Background: an optimization exercise with open tools, aiming at small area, a short achievable clock period and few clock cycles per item. Do not read the settings as production practice. The RTL was checked by simulation tests, not by an equivalence proof against the original design. Power figures rest on the tool's default switching activity, not on a simulated workload.

==> design/flow/flow/run.sh <==
#!/bin/bash
# Standard layout, with plain buffers (not delay cells) on the ports.
export BUFFER_PORTS_ARGS="-buffer_cell sky130_fd_sc_hd__buf_2"
bash standard.sh > standard.log 2>&1
==> design/flow/standard.sh <==
#!/bin/bash
# synth_recipe.tcl (not shown) runs the flow's synth.tcl, then flattens the netlist and writes it again
# the make line also repeats each setting of config.mk as NAME=value (left out here)
make -C /OpenROAD-flow-scripts/flow DESIGN_CONFIG=/design/flow/config.mk WORK_HOME=/design/flow/orfs CLKGATE_MAP_FILE= SYNTH_SCRIPT=/design/flow/synth_recipe.tcl "${@:-finish}"
==> design/flow/design.v <==
`default_nettype none
package cpu_pkg;
    localparam int data_width     = 16;
    localparam int addr_width     = 9;     
    localparam int reg_addr_width = 4;
    localparam int num_regs       = 16;
    localparam logic [3:0] reg_move = 4'b0010;
    localparam logic [2:0] op_load = 3'b000;
    localparam logic [2:0] op_jump = 3'b001;
    localparam logic [2:0] op_store = 3'b010;
    localparam logic [2:0] op_load_imm = 3'b011;
    localparam logic [2:0] op_branch = 3'b100;
    localparam logic [2:0] op_add_imm = 3'b101;
    localparam logic [2:0] op_sub_imm = 3'b110;
    localparam logic [2:0] op_reg = 3'b111;
    localparam logic [3:0] alu_add = 4'd0;
    localparam logic [3:0] alu_sub = 4'd1;
    localparam logic [3:0] alu_and = 4'd3;
    localparam logic [3:0] alu_or = 4'd4;
    localparam logic [3:0] alu_xor = 4'd5;
    localparam logic [3:0] alu_not = 4'd6;
    localparam logic [3:0] alu_neg = 4'd7;
    localparam logic [3:0] alu_cmp = 4'd8;
    localparam logic [1:0] cond_eq = 2'd0;
    localparam logic [1:0] cond_ne = 2'd1;
    localparam logic [1:0] cond_lt = 2'd2;
    localparam logic [1:0] cond_gt = 2'd3;
    localparam logic [1:0] bus_idle = 2'd0;
    localparam logic [1:0] bus_fetch = 2'd1;
    localparam logic [1:0] bus_data = 2'd2;
endpackage
`default_nettype wire
`default_nettype none
module ks_adder
#(
    parameter int W = 16
)
(
    input  logic [W-1:0] a,
    input  logic [W-1:0] b,
    input  logic         ci,
    output logic [W-1:0] sum,
    output logic         co
);
    localparam int N = W + 1;     
    localparam int L = (N <= 2) ? 1 : (N <= 4) ? 2 : (N <= 8) ? 3 : (N <= 16) ? 4 : (N <= 32) ? 5 : 6;
    logic [N-1:0] g [L+1];
    logic [N-1:0] p [L+1];
    assign g[0] = {a & b, ci};
    assign p[0] = {a ^ b, 1'b0};
    for (genvar l = 0; l < L; l++)
    begin : g_lvl
        for (genvar i = 0; i < N; i++)
        begin : g_bit
            if (i >= (1 << l))
            begin : g_op
                assign g[l+1][i] = g[l][i] | (p[l][i] & g[l][i-(1<<l)]);
                assign p[l+1][i] = p[l][i] & p[l][i-(1<<l)];
            end
            else
            begin : g_pass
                assign g[l+1][i] = g[l][i];
                assign p[l+1][i] = p[l][i];
            end
        end
    end
    assign sum = p[0][N-1:1] ^ g[L][N-2:0];
    assign co  = g[L][N-1];
endmodule
`default_nettype wire
`default_nettype none
import cpu_pkg::*;
module cpu_top
(
    input  logic                  clk,
    input  logic                  rst,
    input  logic [data_width-1:0] mem_data_out,
    input  logic                  mem_cplt,
    output logic [addr_width-1:0] mem_addr,
    output logic [data_width-1:0] mem_data_in,
    output logic                  mem_r_en,
    output logic                  mem_w_en
);
    logic [8:0]  ba;         
    logic        bre;        
    logic        bwe;        
    logic        bdat;       
    logic        stp;        
    logic        wct;        
    logic [15:0] ir;
    logic [8:0]  pcn;        
    logic [1:0]  es;         
    logic [15:0] a;
    logic [15:0] b;
    logic        wb_en;
    logic [3:0]  wb_rd;
    logic        f_eq;       
    logic        f_c;        
    logic        f_v;        
    logic        f_lt;
    logic        f_gt;
    logic        init;       
    logic        writes;     
    logic        d_cmp;      
    logic [15:0] regs [num_regs];
    logic [2:0]  wop;
    logic        w_ld;
    logic        w_st;
    logic        w_ct;
    logic        fdone;
    logic        ddone;
    assign wop   = mem_data_out[15:13];
    assign w_ld  = (wop == op_load);
    assign w_st  = (wop == op_store);
    assign w_ct  = (wop == op_jump) || (wop == op_branch);
    assign fdone = mem_cplt && !bdat;
    assign ddone = mem_cplt && bdat;
    assign mem_addr    = ba;
    assign mem_r_en    = bre;
    assign mem_w_en    = bwe;
    assign mem_data_in = a;
    logic       w_cond;
    logic       w_take;
    logic       w_hold;
    logic       i_cond;
    logic       i_ct;
    logic       i_ld;
    logic       flag_pend;
    logic [8:0] w_target;
    function automatic logic cond_of(input logic [1:0] c, input logic eq, input logic lt,
                                     input logic gt);
        case (c)
            cond_eq: cond_of = eq;
            cond_ne: cond_of = !eq;
            cond_lt: cond_of = lt;
            default: cond_of = gt;
        endcase
    endfunction
    assign flag_pend = (es == 2'd3) && d_cmp;     
    assign f_lt      = f_v && !f_c;
    assign f_gt      = f_c && !f_eq;
    assign w_cond    = cond_of(mem_data_out[12:11], f_eq, f_lt, f_gt);
    assign w_take    = (wop == op_jump) || ((wop == op_branch) && w_cond && !flag_pend);
    assign w_hold    = (wop == op_branch) && flag_pend;
    ks_adder #(.W(9)) u_wadd
    (
        .a   (ba),
        .b   (mem_data_out[8:0]),
        .ci  (1'b0),
        .sum (w_target),
        .co  ()
    );
    assign i_cond  = cond_of(ir[12:11], f_eq, f_lt, f_gt);
    assign i_ct    = (ir[15:13] == op_jump) || ((ir[15:13] == op_branch) && i_cond);
    assign i_ld    = (ir[15:13] == op_load);
    always_ff @(posedge clk or posedge rst)
    begin
        if (rst)
        begin
            ba   <= '0;
            bre  <= 1'b1;
            bwe  <= 1'b0;
            bdat <= 1'b0;
            stp  <= 1'b0;
            wct  <= 1'b0;
        end
        else if (fdone && stp)
        begin
            ba   <= ir[12:4];
            bre  <= 1'b0;
            bwe  <= 1'b1;
            bdat <= 1'b1;
            stp  <= 1'b0;
        end
        else if (fdone)
        begin
            if (w_ld)
            begin
                ba   <= mem_data_out[12:4];
                bdat <= 1'b1;
            end
            else if (w_take)
                ba <= w_target;
            else if (w_hold)
            begin
                ba  <= w_target;
                bre <= 1'b0;
                wct <= 1'b1;
            end
            else
                ba <= ba + 1'b1;
            if (w_st)
                stp <= 1'b1;
        end
        else if (ddone)
        begin
            bre <= 1'b1;
            bwe <= 1'b0;
            if (bwe && i_ld)
                ba <= ir[12:4];
            else
            begin
                ba   <= pcn;
                bdat <= 1'b0;
            end
            if (bwe && (ir[15:13] == op_store))
                stp <= 1'b1;
        end
        else if (wct)
        begin
            wct <= 1'b0;
            bre <= 1'b1;
            if (!i_ct)
                ba <= pcn;
        end
    end
    always_ff @(posedge clk)
    begin
        if (fdone)
        begin
            ir  <= mem_data_out;
            pcn <= w_take ? w_target : ba + 1'b1;
        end
    end
    logic [15:0] rsel;
    logic [15:0] rval;
    always_ff @(posedge clk)
    begin
        if (fdone)
            rsel <= 16'd1 << mem_data_out[3:0];
        else if (ddone && bwe)
            rsel <= 16'd1 << ir[3:0];
        else
            rsel <= 16'd1 << ir[7:4];
    end
    always_comb
    begin
        rval = '0;
        for (int i = 0; i < num_regs; i++)
            rval = rval | ({16{rsel[i]}} & regs[i]);
    end
    logic fwd1;
    always_ff @(posedge clk)
    begin
        if (fdone)
            fwd1 <= (es == 2'd3) && writes && (ir[3:0] == mem_data_out[3:0]);
        else if (ddone && bwe)
            fwd1 <= 1'b0;
    end
    logic [2:0]  op;
    logic [3:0]  fn;
    logic        is_reg;
    logic        k_add, k_sub, k_and, k_or, k_xor, k_not, k_neg, k_cmp, k_mov;
    logic        k_ldb, k_addi, k_subi;
    assign op     = ir[15:13];
    assign fn     = ir[11:8];
    assign is_reg = (op == op_reg) && !ir[12];
    assign k_add  = is_reg && (fn == alu_add);
    assign k_sub  = is_reg && (fn == alu_sub);
    assign k_and  = is_reg && (fn == alu_and);
    assign k_or   = is_reg && (fn == alu_or);
    assign k_xor  = is_reg && (fn == alu_xor);
    assign k_not  = is_reg && (fn == alu_not);
    assign k_neg  = is_reg && (fn == alu_neg);
    assign k_cmp  = is_reg && (fn == alu_cmp);
    assign k_mov  = (op == op_reg) && ir[12] && (fn == reg_move);
    assign k_ldb  = (op == op_load_imm);
    assign k_addi = (op == op_add_imm);
    assign k_subi = (op == op_sub_imm);
    logic d_keep_hi;     
    logic d_keep_lo;     
    logic d_neg_a;       
    logic d_b_reg;       
    logic d_b_inv;       
    logic d_cin;         
    logic d_r_sum;       
    logic d_r_and;
    logic d_r_or;
    logic d_r_xor;
    always_ff @(posedge clk)
    begin
        d_keep_hi <= !(k_mov || (k_ldb && ir[12]));
        d_keep_lo <= !(k_mov || (k_ldb && !ir[12]));
        d_neg_a   <= k_neg;
        d_b_reg   <= k_add || k_sub || k_and || k_or || k_xor || k_cmp || k_mov;
        d_b_inv   <= k_sub || k_cmp;
        d_cin     <= k_sub || k_cmp || k_subi || k_neg;
        d_r_sum   <= k_add || k_sub || k_addi || k_subi || k_neg || k_mov;
        d_r_and   <= k_and;
        d_r_or    <= k_or || k_ldb;
        d_r_xor   <= k_xor || k_not;
        d_cmp     <= k_cmp;
    end
    logic [15:0] konst;
    always_comb
    begin
        case (ir[15:13])
            op_load_imm: konst = ir[12] ? {ir[11:4], 8'h00} : {8'h00, ir[11:4]};
            op_add_imm:  konst = {7'b0, ir[12:4]};
            op_sub_imm:  konst = ~{7'b0, ir[12:4]};
            default:     konst = k_not ? 16'hffff : 16'h0;
        endcase
    end
    always_ff @(posedge clk)
    begin
        b <= d_b_reg ? (rval ^ {16{d_b_inv}}) : konst;
    end
    logic [16:0] sum;
    logic [15:0] alu;
    ks_adder #(.W(16)) u_add
    (
        .a   (a),
        .b   (b),
        .ci  (d_cin),
        .sum (sum[15:0]),
        .co  (sum[16])
    );
    logic [15:0] a_other;
    logic        a_sum;
    assign alu     = ({16{d_r_and}} & (a & b)) | ({16{d_r_or}} & (a | b)) |
                     ({16{d_r_xor}} & (a ^ b));
    assign a_sum   = (es == 2'd3) && d_r_sum && !(ddone && !bwe);
    assign writes = d_r_sum || d_r_and || d_r_or || d_r_xor;
    always_comb
    begin
        if (ddone && !bwe)
            a_other = mem_data_out;
        else if (es == 2'd3 && writes)
            a_other = alu;
        else if (es == 2'd1 && !fwd1)
            a_other = rval;
        else if (es == 2'd2)
            a_other = (a & {{8{d_keep_hi}}, {8{d_keep_lo}}}) ^ {16{d_neg_a}};
        else
            a_other = a;
    end
    always_ff @(posedge clk or posedge rst)
    begin
        if (rst)
        begin
            es    <= 2'd0;
            wb_en <= 1'b0;
            a     <= '0;
            f_eq  <= 1'b0;
            f_c   <= 1'b0;
            f_v   <= 1'b0;
            init  <= 1'b1;
        end
        else
        begin
            init  <= 1'b0;
            wb_en <= 1'b0;
            if ((fdone && !stp) || (ddone && bwe))
                es <= 2'd1;
            else if (es != 2'd0)
                es <= es + 2'd1;
            if ((ddone && !bwe) || (es == 2'd3 && writes))
                wb_en <= 1'b1;
            a <= a_sum ? sum[15:0] : a_other;
            if (es == 2'd3 && d_cmp)
            begin
                f_eq <= &(a ^ b);     
                f_c  <= sum[16];
                f_v  <= 1'b1;
            end
        end
    end
    always_ff @(posedge clk)
    begin
        wb_rd <= ir[3:0];
    end
    always_ff @(posedge clk)
    begin
        for (int i = 0; i < num_regs; i++)
            if (init || (wb_en && wb_rd == 4'(i)))
                regs[i] <= a;
    end
endmodule
`default_nettype wire
==> design/flow/constraint.sdc <==
create_clock -name core_clock -period 5.0 [get_ports {clk}]
set_input_delay 1.0000 -clock core_clock [delete_from_list [all_inputs] [get_ports {clk}]]
set_output_delay 1.0000 -clock core_clock [all_outputs]
set_load 0.01 [all_outputs]
==> design/flow/config.mk <==
export PLATFORM = sky130hd
export DESIGN_NAME = cpu_top
export DESIGN_NICKNAME = cpu_top
export VERILOG_FILES = /design/flow/design.v
export SDC_FILE = /design/flow/constraint.sdc
export NUM_CORES = 4
export LEC_CHECK = 0
export CAP_MARGIN = 20
export CORE_MARGIN = 2
export CORE_UTILIZATION = 40
export CTS_CLUSTER_DIAMETER = 100
export CTS_CLUSTER_SIZE = 25
export PLACE_DENSITY = 0.6
export SETUP_SLACK_MARGIN = 2.5
export SLEW_MARGIN = 20
==> reports/results.tsv, run 1 <==
metric	value	unit
status	complete, no violations	
crit_type	register to register	
synth-seq-cells	366	
place.gp.congestion	0.862	
drc	0	
cts_tree	done	
dpl.hpwl	30.9	mm
post-route-worst-setup-slack	2.51	ns
clkPwrFrac	17.9	%
cts.root.buffer_cell	clkbuf_16	
p_leak	6.62	nW
syn-num-nets	1457	
yosys_warnings	8	
drv_slew	0	
synth_area	16700	um2
syn_inst	1391	
power_density	526	nW/um2
synth_edf_count	282	
grt_usage	22.3	%
yosys_most_used_dff	edfxtp_1	
largest_reg_flops	256	
power_switching	3.51	mW
dpl_worst_slack	1.36	ns
cts_buffer_depth	3	
port_buffers	45	
power_frac_seq	50.9	%
coreArea	41100	um2
setup.worst_path.end_class	register	
drt_wl_total	50.1	mm
fin_area	18700	um2
synth_cell_types	79	
grt_start_max_net_pins	38	
nets	1489	
post_dp_cell_area	17600	um2
ioPinCount	46	
vias	11900	
grt_antenna_before_repair	0	
setup-tns-final	0	ns
crit_path_start_kind	register	
ant_nets	0	
start_util	40.7	%
intPower	6.31	mW
fmax	0.401	GHz
period_share	49.9	%
final.fill_count	3742	
wl_per_cell	25.5	um
cp.required	5.45	ns
synthArstFlopShare	10.1	%
clkTransAtPathRegs	0.10	ns
die-height	209	um
drive_above_1_share	15.5	%
syn2layout_area_growth	11.4	%
synth_seq_area_share	61.7	%
cts.sinks	366	
cts_max_level	1	
setup_viol	0	
rsz0062_at_grt	true	
skew	0.0249	ns
grt_pass1_wl	73.2	mm
num_antenna_cells	0	
syn_area_per_cell	12.0	um2
hold_class	register to register	
cts-hold-fix-buffers	0	
clk_latency	0.54	ns
rows	74	
tightest_slew	1.08	ns
grt_pass1_vias	11200	
slew_headroom	27.7	%
dieWidth	209	um
cts_buffers	19	
power_frac_comb	31.2	%
maxCapViolCount	0	
hold_violations	0	
swShare	35.7	%
vias_per_cell	6.03	
path_max_fanout	6	
dr.pass1.iters	6	
drtIter0Drc	1147	
cp.arrival	2.94	ns
grt_overflow_total	0	
die_area	43500	um2
finalCriticalPeriod	2.49	ns
regMostFlops	regs	
peakVddDrop	0.000225	V
repair_timing:
action                     CTS  global route
gates resized for setup     39            25
pin swaps                    9             5
setup endpoints to repair   58            46
cloned                       1             0
hold endpoints to repair     0             0
buffers inserted            19            12
critical path, cell delays in order (launching register included):
cell and delay (ns):
dfrtp_2 0.44, inv_1 0.06, ha_2 0.31, nor2b_2 0.18, o31a_1 0.28, o221a_2 0.27
o21a_1 0.22, o211a_1 0.25, o21a_1 0.19, o32ai_2 0.19
power groups by stage:
stage	logic (mW)	registers (mW)	clock network [mW]
global placement	2.58	5.12	0
CTS	2.88	5.01	1.77
floorplan	1.82	4.89	0
finish	3.06	5.00	1.76
global route	3.32	5.09	1.88
detailed placement	2.63	5.16	0
synthesized netlist by cell type (all sizes together) (16+ instances only):
cell type  count  area, um2
a21oi         70        350
a221oi        33        307
a22o          22        193
a22oi         98        736
clkbuf        74        279
dfrtp         35        876
dfxtp         47        941
edfxtp       282       8470
ha            45        563
inv           55        206
mux2i         17        170
nand2        113        432
nand3         32        160
nand4         16        100
nor2          97        364
nor3          22        115
o21ai         76        380
xnor2         33        289
xor2          30        263
metrics by stage:
step | hold slack [ns] | utilization [%] | total power, mW | cells
after detailed placement | 0.442 | 42.9 | 7.79 | 1901
after global placement | 0.442 | 42.8 | 7.70 | 1900
after CTS | 0.468 | 44.9 | 9.67 | 1955
after global routing | 0.485 | 45.4 | 10.3 | 1968
after floorplan | 0.390 | - | 6.70 | 1391
final | 0.467 | 45.4 | 9.82 | 1968
cells by family after synthesis:
group / Yosys count / synth area share, %
AOI/OAI and AO/OA: 411 / 17.2
xor gates and xnor gates: 63 / 3.30
adders and majority gates: 47 / 3.60
buffers and inverters: 144 / 3.39
DFF: 366 / 61.7
muxes: 21 / 1.29
other: 1 / 0.0224
and+or+nand+nor: 338 / 9.42
final timing paths:
check	slack, ns	end	cells after the start	startpoint
min in group asynchronous	0.63	ba[1]	2	rst
setup reg to reg	2.51	a[13]	9	a[1]
hold / removal	0.47	f_v	1	f_v
max in group asynchronous	3.61	a[3]	2	rst
hold reg to reg	0.47	f_v	1	f_v
setup / recovery	2.51	a[13]	9	a[1]
layout by cell type (no fill, tap or decap), drive strengths merged, types with 8 or more instances in the layout:
cell type	netlist	routed
dfxtp	47	47
xor2	30	30
inv	55	56
mux2i	17	17
a211oi	15	15
o21a	14	14
a31oi	9	9
nand2	113	113
a21oi	70	70
a221oi	33	33
xnor2	33	33
buf	15	98
nand4	16	16
a22oi	98	98
clkbuf	74	31
nor2b	8	8
o22ai	11	11
dfrtp	35	35
nor2	97	97
nor3	22	22
a22o	22	22
o21ai	76	76
nand3	32	32
edfxtp	282	282
o211ai	8	8
nand2b	15	15
ha	45	45
final cells by class:
| class | count | area, um2 | area share [%] |
|---|---|---|---|
| clock buffers | 30 | 527 | 2.82 |
| clock inverters | 4 | 46.3 | 0.248 |
| inverters | 55 | 210 | 1.13 |
| multi-input cells | 881 | 6130 | 32.9 |
| flip-flops and latches | 366 | 10400 | 55.7 |
| well taps | 532 | 666 | 3.57 |
| repair buffers | 99 | 673 | 3.61 |
| repair inverters | 1 | 5.00 | 0.0268 |
routing by layer:
metal  vias to the layer above  GRT usage, %  wire length, um
li1                       5311             -                -
met1                      6033          32.9            22000
met2                       473          35.9            23300
met3                        53          2.68             3960
met4                         0          4.26              901
met5                         -             0                0
Testbench counts, summed over its fixed seeds: cycles 104,806, instrs 21,628.
==> inputs of run 2 (changes only) <==
--- a/design/flow/config.mk
+++ b/design/flow/config.mk
@@ -11,5 +11,5 @@
 export CTS_CLUSTER_DIAMETER = 100
 export CTS_CLUSTER_SIZE = 25
 export PLACE_DENSITY = 0.6
-export SETUP_SLACK_MARGIN = 2.5
+export SETUP_SLACK_MARGIN = 2.6
 export SLEW_MARGIN = 20
==> run 2 against run 1 <==
Net effect: still clean; die area unchanged; sequential cell count unchanged; worst setup slack better by 0.10 ns; combinational power is 12% higher; worst hold slack got worse by 0.0071 ns; count of clock-buffer cells in the layout unchanged; final area grew 2.0%; cell count rose by 1.1%; critical path type unchanged; highest routed layer is now met5.
==> reports/results.tsv, run 2 <==
metric	value	unit
status	complete, no violations	
p_leak	6.76	nW
synth_fa_ha_area_share	3.60	%
syn2layout_area_growth	13.6	%
syn_area_per_cell	12.0	um2
dieWidth	209	um
intPower	6.49	mW
hold_violations	0	
vias_per_cell	6.03	
synth.area.mux_share	1.29	%
slew_headroom	30.1	%
yosys_most_used_dff	edfxtp_1	
grt_usage	23.0	%
dr.pass1.iters	6	
vias	12000	
yosys_warnings	8	
drtIter0Drc	1235	
swShare	35.9	%
die-height	209	um
fmax	0.418	GHz
crit_buf_inv	0	
setup_viol	0	
cts_max_level	1	
drive_above_1_share	18.5	%
ant_nets	0	
nets	1510	
final_util	46.3	%
synth_most_common_cell	edfxtp_1	
crit_type	register to register	
synth_edf_count	282	
grt_use_met2	36.9	%
synth_top_area_share	50.6	%
skew	0.0221	ns
yosys-top-cells-area	edfxtp_1 51%, dfxtp_1 5.6%, dfrtp_1 5.2%, a22oi_1 4.4%, ha_1 3.4%	
cts.sinks	366	
rows	74	
worstPathCellList	ha_2 > or3_1 > o221a_4 > o21a_1 > o211a_1 > o21a_1 > o32ai_2	
yosysTopAreaCell	edfxtp_1	
synth-seq-cells	366	
power_frac_seq	48.8	%
clkPwrFrac	17.2	%
cts_buffer_depth	3	
finalCriticalPeriod	2.39	ns
num_antenna_cells	0	
drv_slew	0	
ff2ff_setup_slack	2.61	ns
power_switching	3.64	mW
grt_pass1_vias	11400	
synth_compound_area_share	17.2	%
grt_pass1_wl	75.1	mm
synth_cell_types	79	
port_buffers	45	
synthArstFlopShare	10.1	%
hold_class	register to register	
clkTransAtPathRegs	0.10	ns
wl_per_cell	25.8	um
place.gp.congestion	0.862	
cts_tree	done	
final_cell_mix	282 x edfxtp_1, 109 x nand2_1, 98 x a22oi_1, 92 x nor2_1	
use_met1	33.1	%
crit_path_frequent_cell	o21a_1	
setup.worst_path.end_class	register	
synth_area	16700	um2
synth_xor_area_share	3.30	%
power_frac_comb	34.0	%
finalPower	10.1	mW
maxCapViolCount	0	
grt_antenna_before_repair	2	
grt_overflow_total	0	
tightest_slew	1.05	ns
setup-tns-final	0	ns
syn-num-nets	1457	
power_density	533	nW/um2
critPathTopFamily	compound AO/OA/AOI/OAI gates	
drc	0	
largest_reg_flops	256	
cts-hold-fix-buffers	0	
dpl.hpwl	30.7	mm
drt_wl_total	51.3	mm
cts_buffers	19	
met3_usage	3.22	%
coreArea	41100	um2
die_area	43500	um2
synth-simple-area-share	9.42	%
mostFrequentLayoutCell	edfxtp_1	
crit_path_start_kind	register	
ioPinCount	46	
grt_start_max_net_pins	38	
period_share	47.8	%
cp_slowest_cell	dfrtp_4	
cp_slowest_stage_delay	0.58	ns
top_usage_layer	met2	
final.fill_count	3728	
cts.root.buffer_cell	clkbuf_16	
clk_latency	0.55	ns
regMostFlops	regs	
cp.required	5.45	ns
syn_inst	1391	
peakVddDrop	0.000248	V
path_max_fanout	12	
netlist_top_cells_count	282 x edfxtp_1, 112 x nand2_1, 98 x a22oi_1	
start_util	40.7	%
rsz0062_at_grt	true	
synth_top_family_by_area	compound AO/OA/AOI/OAI gates	
synth_seq_area_share	61.7	%
cp.arrival	2.85	ns
## run 2: cell counts after synthesis
No cell type changed its count.
## run 2: repair_timing
item | in CTS | in global routing
endpoints found under the setup margin | 67 | 66
resized for setup | 80 | 33
setup buffers | 39 | 14
pin swaps | 19 | 9
cloned | 1 | 0
## run 2: power groups by stage
stage          combinational, mW  clock, mW  sequential [mW]
2_1_floorplan               1.84          0             4.89
3_3_place_gp                2.54          0             5.16
3_5_place_dp                2.59          0             5.21
4_1_cts                     3.09       1.75             5.03
5_1_grt                     3.73       1.86             5.02
6_report                    3.44       1.74             4.95
## run 2: worst register-to-register path, stage by stage, from the launching register on
cell and delay (ns):
dfrtp_4 0.58, ha_2 0.25, or3_1 0.40, o221a_4 0.27, o21a_1 0.18, o211a_1 0.23
o21a_1 0.18, o32ai_2 0.19
## run 2: cell type report
class	instances	area [um2]	area share [%]
sequential	366	10400	54.7
multi-input combinational	881	6290	33.0
timing repair buffer	120	875	4.60
tap	532	666	3.50
clock buffer	30	517	2.72
inverter	55	215	1.13
clock inverter	4	46.3	0.243
timing repair inverter	1	5.00	0.0263
## run 2: logic make-up (layout without fill, tap and decap cells)
| kind of cell | Yosys count | count (layout) |
|---|---|---|
| and+or+nand+nor | 338 | 338 |
| buffers and inverters | 144 | 210 |
| DFF | 366 | 366 |
| other | 1 | 1 |
| AOI/OAI and AO/OA | 411 | 411 |
| adders and majority gates | 47 | 47 |
| muxes | 21 | 21 |
| xor gates and xnor gates | 63 | 63 |
## run 2: path summary, 6_finish.rpt
kind / cells after the start / from / to
max: 7 / a[5] / a[13]
min: 0 / ir[1] / wb_rd[1]
max reg2reg: 7 / a[5] / a[13]
min reg2reg: 0 / ir[1] / wb_rd[1]
max in group asynchronous: 2 / rst / a[15]
min in group asynchronous: 2 / rst / ba[1]
## run 2: through the flow
step	cell area (um2)	cells	hold WS [ns]	worst slack, ns
CTS	18700	1975	0.453	2.57
floorplan	16900	1391	0.390	2.42
detailed placement	17600	1901	0.426	1.38
finish	19000	1989	0.460	2.61
global placement	17600	1901	0.438	1.51
global route	19000	1989	0.479	2.52
## run 2: layer usage
layer | wire length [um] | part of all wire [%] | up-vias
met5 | 12 | 0.023 | -
met4 | 1390 | 2.7 | 2
met3 | 4670 | 9.1 | 82
met2 | 23500 | 46 | 550
met1 | 21700 | 42 | 6002
li1 | - | - | 5354

## static timing again, ports no longer ideal
The results above use ideal ports. As a check the final layouts listed here were re-extracted and re-timed, cells and wires unchanged. Step 1 (the two cells are an assumption about what drives the block):
set clk [get_ports {clk}]
set_driving_cell -lib_cell sky130_fd_sc_hd__clkbuf_16 $clk
set_driving_cell -lib_cell sky130_fd_sc_hd__buf_2 [delete_from_list [all_inputs] $clk]
Step 2 moves the port delays by t, midway between the first and last clock arrival at a register: inputs arrive t later, outputs are due t later. That takes back most of the time a late clock gives input paths. Slacks: ideal ports / drivers / drivers and shift; pairs: ideal ports / drivers.
run | shift t [ns] | setup WS [ns] | pins driven straight from the clock port
run 1 | 0.586 | 2.507 / 2.507 / 1.953 | 1
run 2 | 0.585 | 2.609 / 2.563 / 2.089 | 1
After both steps every run listed still meets setup and hold. For run 1, which loses most, drivers alone change the setup slack by 0.000 ns; drivers and shift together by -0.554 ns.
